From an optimization exercise on the open Yosys and OpenROAD flow, aimed at small area; shortcuts taken in it are not production practice. Power is estimated from default activity; no workload was simulated. The flow treats the clock pin as an ideal source, which a real chip does not have.

==> module dcache_top, before the edit <==
module dcache_top (
  input  logic        CLK,
  input  logic        nRST,
  input  logic        cpu_ren,
  input  logic        cpu_wen,
  input  logic        cpu_halt,
  input  logic [31:0] cpu_addr,
  input  logic [31:0] cpu_store,
  output logic        cpu_hit,
  output logic [31:0] cpu_load,
  output logic        cpu_flushed,
  output logic        mem_ren,
  output logic        mem_wen,
  output logic [31:0] mem_addr,
  output logic [31:0] mem_store,
  input  logic        dwait,
  input  logic [31:0] dload
);
  localparam logic [3:0] IDLE    = 4'b0000;
  localparam logic [3:0] WB0     = 4'b0100;
  localparam logic [3:0] WB1     = 4'b0101;
  localparam logic [3:0] FILL0   = 4'b0010;
  localparam logic [3:0] FILL1   = 4'b0011;
  localparam logic [3:0] FCHK    = 4'b1000;
  localparam logic [3:0] FW0     = 4'b1100;
  localparam logic [3:0] FW1     = 4'b1101;
  localparam logic [3:0] FLUSHED = 4'b1001;
  logic [3:0]  state_q, state_d;
  logic [3:0]  cnt_q, cnt_d;    
  logic        st_flush, st_wen, st_ren, st_second, st_idle;
  assign st_flush  = state_q[3];
  assign st_wen    = state_q[2];
  assign st_ren    = state_q[1];
  assign st_second = state_q[0];
  assign st_idle   = (state_q == IDLE);
  logic [25:0] req_tag;
  logic [2:0]  req_index;
  logic        req_word;
  logic        req;
  assign req_tag   = cpu_addr[31:6];
  assign req_index = cpu_addr[5:3];
  assign req_word  = cpu_addr[2];
  assign req       = cpu_ren | cpu_wen;
  logic [15:0]       valid_q;    
  logic [15:0]       dirty_q;
  logic [15:0][25:0] tag_q;
  logic [7:0]        lru_q;      
  logic [31:0][31:0] data_q;     
  logic [2:0]  idx;
  assign idx = st_flush ? cnt_q[3:1] : req_index;
  function automatic logic sel8(input logic [7:0] x, input logic [7:0] oh);
    sel8 = ((x[0] & oh[0]) | (x[1] & oh[1]) | (x[2] & oh[2])) |
           ((x[3] & oh[3]) | (x[4] & oh[4]) | (x[5] & oh[5])) |
           ((x[6] & oh[6]) | (x[7] & oh[7]));
  endfunction
  logic [7:0]  set_oh;
  logic        v0, v1, d0, d1, lru;
  logic [25:0] t0, t1;
  always_comb
  begin
    for (int i = 0; i < 8; i++)
      set_oh[i] = (idx == 3'(i));
    v0  = sel8(valid_q[7:0], set_oh);
    v1  = sel8(valid_q[15:8], set_oh);
    d0  = sel8(dirty_q[7:0], set_oh);
    d1  = sel8(dirty_q[15:8], set_oh);
    lru = sel8(lru_q, set_oh);
    for (int b = 0; b < 26; b++)
    begin
      t0[b] = sel8({tag_q[7][b], tag_q[6][b], tag_q[5][b], tag_q[4][b],
                    tag_q[3][b], tag_q[2][b], tag_q[1][b], tag_q[0][b]}, set_oh);
      t1[b] = sel8({tag_q[15][b], tag_q[14][b], tag_q[13][b], tag_q[12][b],
                    tag_q[11][b], tag_q[10][b], tag_q[9][b], tag_q[8][b]}, set_oh);
    end
  end
  logic m0, m1, hit;
  assign m0  = v0 && (t0 == req_tag);
  assign m1  = v1 && (t1 == req_tag);
  assign hit = m0 | m1;
  logic way;
  assign way = st_idle ? m1 : cnt_q[0];
  logic victim_way, need_wb;
  assign victim_way = !v0 ? 1'b0 : !v1 ? 1'b1 : lru;
  assign need_wb    = v0 && v1 && (lru ? d1 : d0);
  logic        rd_word;
  logic [31:0] rd_data;
  assign rd_word = st_wen ? st_second : req_word;
  logic [15:0]          word_oh;
  logic [1:0][5:0][31:0] grp;
  logic [1:0][31:0]     way_data;
  always_comb
  begin
    for (int i = 0; i < 16; i++)
      word_oh[i] = set_oh[i[3:1]] & (rd_word == i[0]);
    for (int w = 0; w < 2; w++)
    begin
      for (int k = 0; k < 6; k++)
      begin
        grp[w][k] = '0;
        for (int j = 0; j < 3; j++)
          if (3 * k + j < 16)
            grp[w][k] = grp[w][k] | (data_q[16 * w + 3 * k + j] & {32{word_oh[3 * k + j]}});
      end
      way_data[w] = (grp[w][0] | grp[w][1]) | (grp[w][2] | grp[w][3]) | (grp[w][4] | grp[w][5]);
    end
  end
  assign rd_data = way ? way_data[1] : way_data[0];
  logic [25:0] sel_tag;
  assign sel_tag = cnt_q[0] ? t1 : t0;
  assign cpu_load    = rd_data;
  assign mem_store   = rd_data;
  assign mem_ren     = st_ren;
  assign mem_wen     = st_wen;
  assign cpu_flushed = (state_q == FLUSHED);
  assign mem_addr    = {st_wen ? sel_tag : req_tag, idx,
                        st_wen ? st_second : (req_word ^ st_second), 2'b00};
  logic hit_now;
  assign hit_now = st_idle && req && hit;
  assign cpu_hit = hit_now || (st_ren && st_second && !dwait);
  logic        we;
  logic        wr_word;
  logic [31:0] wr_data;
  assign we      = st_ren || (hit_now && cpu_wen);
  assign wr_word = req_word ^ st_second;
  assign wr_data = (cpu_wen && !st_second) ? cpu_store : dload;
  logic [15:0] line_sel;
  for (genvar l = 0; l < 16; l++)
  begin : g_sel
    assign line_sel[l] = ({way, idx} == 4'(l));
  end
  for (genvar l = 0; l < 16; l++)
  begin : g_line
    always_ff @(posedge CLK, negedge nRST)
    begin
      if (!nRST)
        valid_q[l] <= 1'b0;
      else if (line_sel[l] && we)
        valid_q[l] <= 1'b1;
      else if (line_sel[l] && st_flush)
        valid_q[l] <= 1'b0;
    end
    always_ff @(posedge CLK)
    begin
      if (line_sel[l] && we)
      begin
        dirty_q[l] <= cpu_wen;
        tag_q[l]   <= req_tag;
      end
    end
    for (genvar w = 0; w < 2; w++)
    begin : g_word
      always_ff @(posedge CLK)
      begin
        if (line_sel[l] && we && wr_word == 1'(w))
          data_q[{l, 1'(w)}] <= wr_data;
      end
    end
  end
  for (genvar s = 0; s < 8; s++)
  begin : g_lru
    always_ff @(posedge CLK)
    begin
      if (idx == 3'(s) && (hit_now || st_ren))
        lru_q[s] <= !way;
    end
  end
  always_ff @(posedge CLK, negedge nRST)
  begin
    if (!nRST)
      state_q <= IDLE;
    else
      state_q <= state_d;
  end
  always_ff @(posedge CLK)
  begin
    cnt_q <= cnt_d;
  end
  logic line_done;
  assign line_done = (state_q == FCHK && !(cnt_q[0] ? v1 && d1 : v0 && d0))
                  || (state_q == FW1 && !dwait);
  always_comb
  begin
    state_d = state_q;
    cnt_d   = cnt_q;
    case (state_q)
      IDLE:
      begin
        cnt_d = {3'b000, req && victim_way};
        if (req)
        begin
          if (!hit)
            state_d = need_wb ? WB0 : FILL0;
        end
        else if (cpu_halt)
          state_d = FCHK;
      end
      WB0:     if (!dwait) state_d = WB1;
      WB1:     if (!dwait) state_d = FILL0;
      FILL0:   if (!dwait) state_d = FILL1;
      FILL1:   if (!dwait) state_d = IDLE;
      FCHK:    if (!line_done) state_d = FW0;
      FW0:     if (!dwait) state_d = FW1;
      FW1:     ;  
      FLUSHED: state_d = FLUSHED;
      default: state_d = IDLE;
    endcase
    if (line_done)
    begin
      cnt_d   = cnt_q + 4'd1;
      state_d = (cnt_q == 4'd15) ? FLUSHED : FCHK;
    end
  end
endmodule
clock: 12.0 ns
lec_check: 0
abc_area: 1
cap_margin: 5
core_margin: 2
core_utilization: 65
place_density: 0.75
slew_margin: 5
standard.sh (not shown) runs the stock make flow with config.mk's settings and CLKGATE_MAP_FILE= SYNTH_SCRIPT=/design/flow/synth_recipe.tcl, a recipe that flattens the netlist after the stock synthesis.
==> flow/flow/run.sh <==
#!/bin/bash
# Own layout flow: the standard ORFS flow (standard.sh) with two changes to
# synthesis, which otherwise runs synth_recipe.tcl unchanged:
#  - yosys synth also gets -noabc (no generic ABC pass before mapping), so the
#    RTL's and-or structure reaches the final mapping;
#  - the final ABC mapping uses flow/abc_amap.script (area-oriented).
# Extra make variables (port buffer cell, CTS options) come from flow/extra.mk.
# Every tool's output goes to a log of its own in this folder.
set -euo pipefail
W=$PWD
{
  cat <<'TCL'
# map combinational logic with flow/abc_amap.script instead of ORFS's script
proc abc {args} {
  set i [lsearch -exact $args -script]
  if {$i >= 0} { lset args [expr {$i + 1}] $::env(FLOW_ABC_SCRIPT) }
  yosys abc {*}$args
}
TCL
  sed 's/yosys synth -nofsm -noshare /yosys synth -nofsm -noshare -noabc /' synth_recipe.tcl
} > own_synth.tcl
grep -q -- '-nofsm -noshare -noabc' own_synth.tcl
export FLOW_ABC_SCRIPT=$W/flow/abc_amap.script
EXTRA=(SYNTH_SCRIPT=$W/own_synth.tcl)
if [[ -f flow/extra.mk ]]; then
  while read -r line; do [[ -n "$line" ]] && EXTRA+=("$line"); done < flow/extra.mk
fi
bash standard.sh "${EXTRA[@]}" synth > synth.log 2>&1
bash standard.sh "${EXTRA[@]}" finish > layout.log 2>&1
==> flow/flow/abc_amap.script <==
strash
dch
amap
==> flow/flow/extra.mk <==
BUFFER_PORTS_ARGS=-buffer_cell sky130_fd_sc_hd__buf_1
CTS_ARGS=-sink_clustering_enable -repair_clock_nets -dont_use_dummy_load -buf_list sky130_fd_sc_hd__clkbuf_16 -sink_clustering_size 30 -sink_clustering_max_diameter 80
Edit:
--- a/flow/design.v
+++ b/flow/design.v
@@ -46,8 +46,12 @@
   logic [15:0]       dirty_q;
   logic [15:0][25:0] tag_q;
   logic [7:0]        lru_q;      
   logic [31:0][31:0] data_q;     
+  logic              phase_q;    
+  logic              pend_q;     
+  logic [3:0]        pend_line_q;
+  logic [31:0]       pend_data_q;
   logic [2:0]  idx;
   assign idx = st_flush ? cnt_q[3:1] : req_index;
   function automatic logic sel8(input logic [7:0] x, input logic [7:0] oh);
     sel8 = ((x[0] & oh[0]) | (x[1] & oh[1]) | (x[2] & oh[2])) |
@@ -91,9 +95,9 @@
   logic [1:0][31:0]     way_data;
   always_comb
   begin
     for (int i = 0; i < 16; i++)
-      word_oh[i] = set_oh[i[3:1]] & (rd_word == i[0]);
+      word_oh[i] = set_oh[i[3:1]] & ((rd_word ^ phase_q) == i[0]);
     for (int w = 0; w < 2; w++)
     begin
       for (int k = 0; k < 6; k++)
       begin
@@ -104,9 +108,11 @@
       end
       way_data[w] = (grp[w][0] | grp[w][1]) | (grp[w][2] | grp[w][3]) | (grp[w][4] | grp[w][5]);
     end
   end
-  assign rd_data = way ? way_data[1] : way_data[0];
+  logic fwd;
+  assign fwd     = pend_q && pend_line_q == {way, idx} && rd_word == !phase_q;
+  assign rd_data = fwd ? pend_data_q : way ? way_data[1] : way_data[0];
   logic [25:0] sel_tag;
   assign sel_tag = cnt_q[0] ? t1 : t0;
   assign cpu_load    = rd_data;
   assign mem_store   = rd_data;
@@ -147,16 +153,39 @@
         dirty_q[l] <= cpu_wen;
         tag_q[l]   <= req_tag;
       end
     end
-    for (genvar w = 0; w < 2; w++)
-    begin : g_word
-      always_ff @(posedge CLK)
-      begin
-        if (line_sel[l] && we && wr_word == 1'(w))
-          data_q[{l, 1'(w)}] <= wr_data;
-      end
-    end
+    logic direct, pending;
+    assign direct  = line_sel[l] && we && wr_word != phase_q;
+    assign pending = pend_q && pend_line_q == 4'(l);
+    always_ff @(posedge CLK)
+    begin
+      data_q[{l, 1'b1}] <= data_q[{l, 1'b0}];
+      if (direct)
+        data_q[{l, 1'b0}] <= wr_data;
+      else if (pending)
+        data_q[{l, 1'b0}] <= pend_data_q;
+      else
+        data_q[{l, 1'b0}] <= data_q[{l, 1'b1}];
+    end
+  end
+  always_ff @(posedge CLK, negedge nRST)
+  begin
+    if (!nRST)
+    begin
+      phase_q <= 1'b0;
+      pend_q  <= 1'b0;
+    end
+    else
+    begin
+      phase_q <= !phase_q;
+      pend_q  <= we && wr_word == phase_q;
+    end
+  end
+  always_ff @(posedge CLK)
+  begin
+    pend_line_q <= {way, idx};
+    pend_data_q <= wr_data;
   end
   for (genvar s = 0; s < 8; s++)
   begin : g_lru
     always_ff @(posedge CLK)
Cell area went down by 3.9%.
Worst setup slack loses 0.51 ns.
Sequential share of layout area falls by 14 points.
Sequential power grows by 25%.
Fmax decreases by 4.5%.
Non-clock buffer count is higher by 39.
Final cell count goes up by 29%.
Wire length grows by 25%.
Function was not checked in any run of this note: the RTL went through the layout flow alone.

## what the ideal ports hide
The flow's constraints put no driver on any port. The routed layouts listed below were extracted and timed again, unchanged, in two steps. Step 1 (the two cells are an assumption about what drives the block):
set clk [get_ports {CLK}]
set_driving_cell -lib_cell sky130_fd_sc_hd__clkbuf_16 $clk
set_driving_cell -lib_cell sky130_fd_sc_hd__buf_2 [delete_from_list [all_inputs] $clk]
Step 2, shift: input delay + t, output delay - t, t = (earliest + latest rising clock arrival at the registers) / 2. This alone moves slack from input paths to output paths. Slacks: ideal ports / drivers / drivers and shift; pairs: ideal ports / drivers.
| run | t, ns | setup WS [ns] | worst setup path at the end | worst slew at a driven data input, ns | cell pins on the clock port's net |
|---|---|---|---|---|---|
| the first run | 0.722 | 0.982 / 0.955 / 0.955 | input to output | 0.14 | 1 |
| the second run | 0.740 | 0.468 / 0.444 / 0.444 | input to output | 0.11 | 1 |
After both steps every run listed still meets setup and hold. For the first run, which loses most, drivers alone change the setup slack by -0.027 ns; drivers and shift together by -0.027 ns.
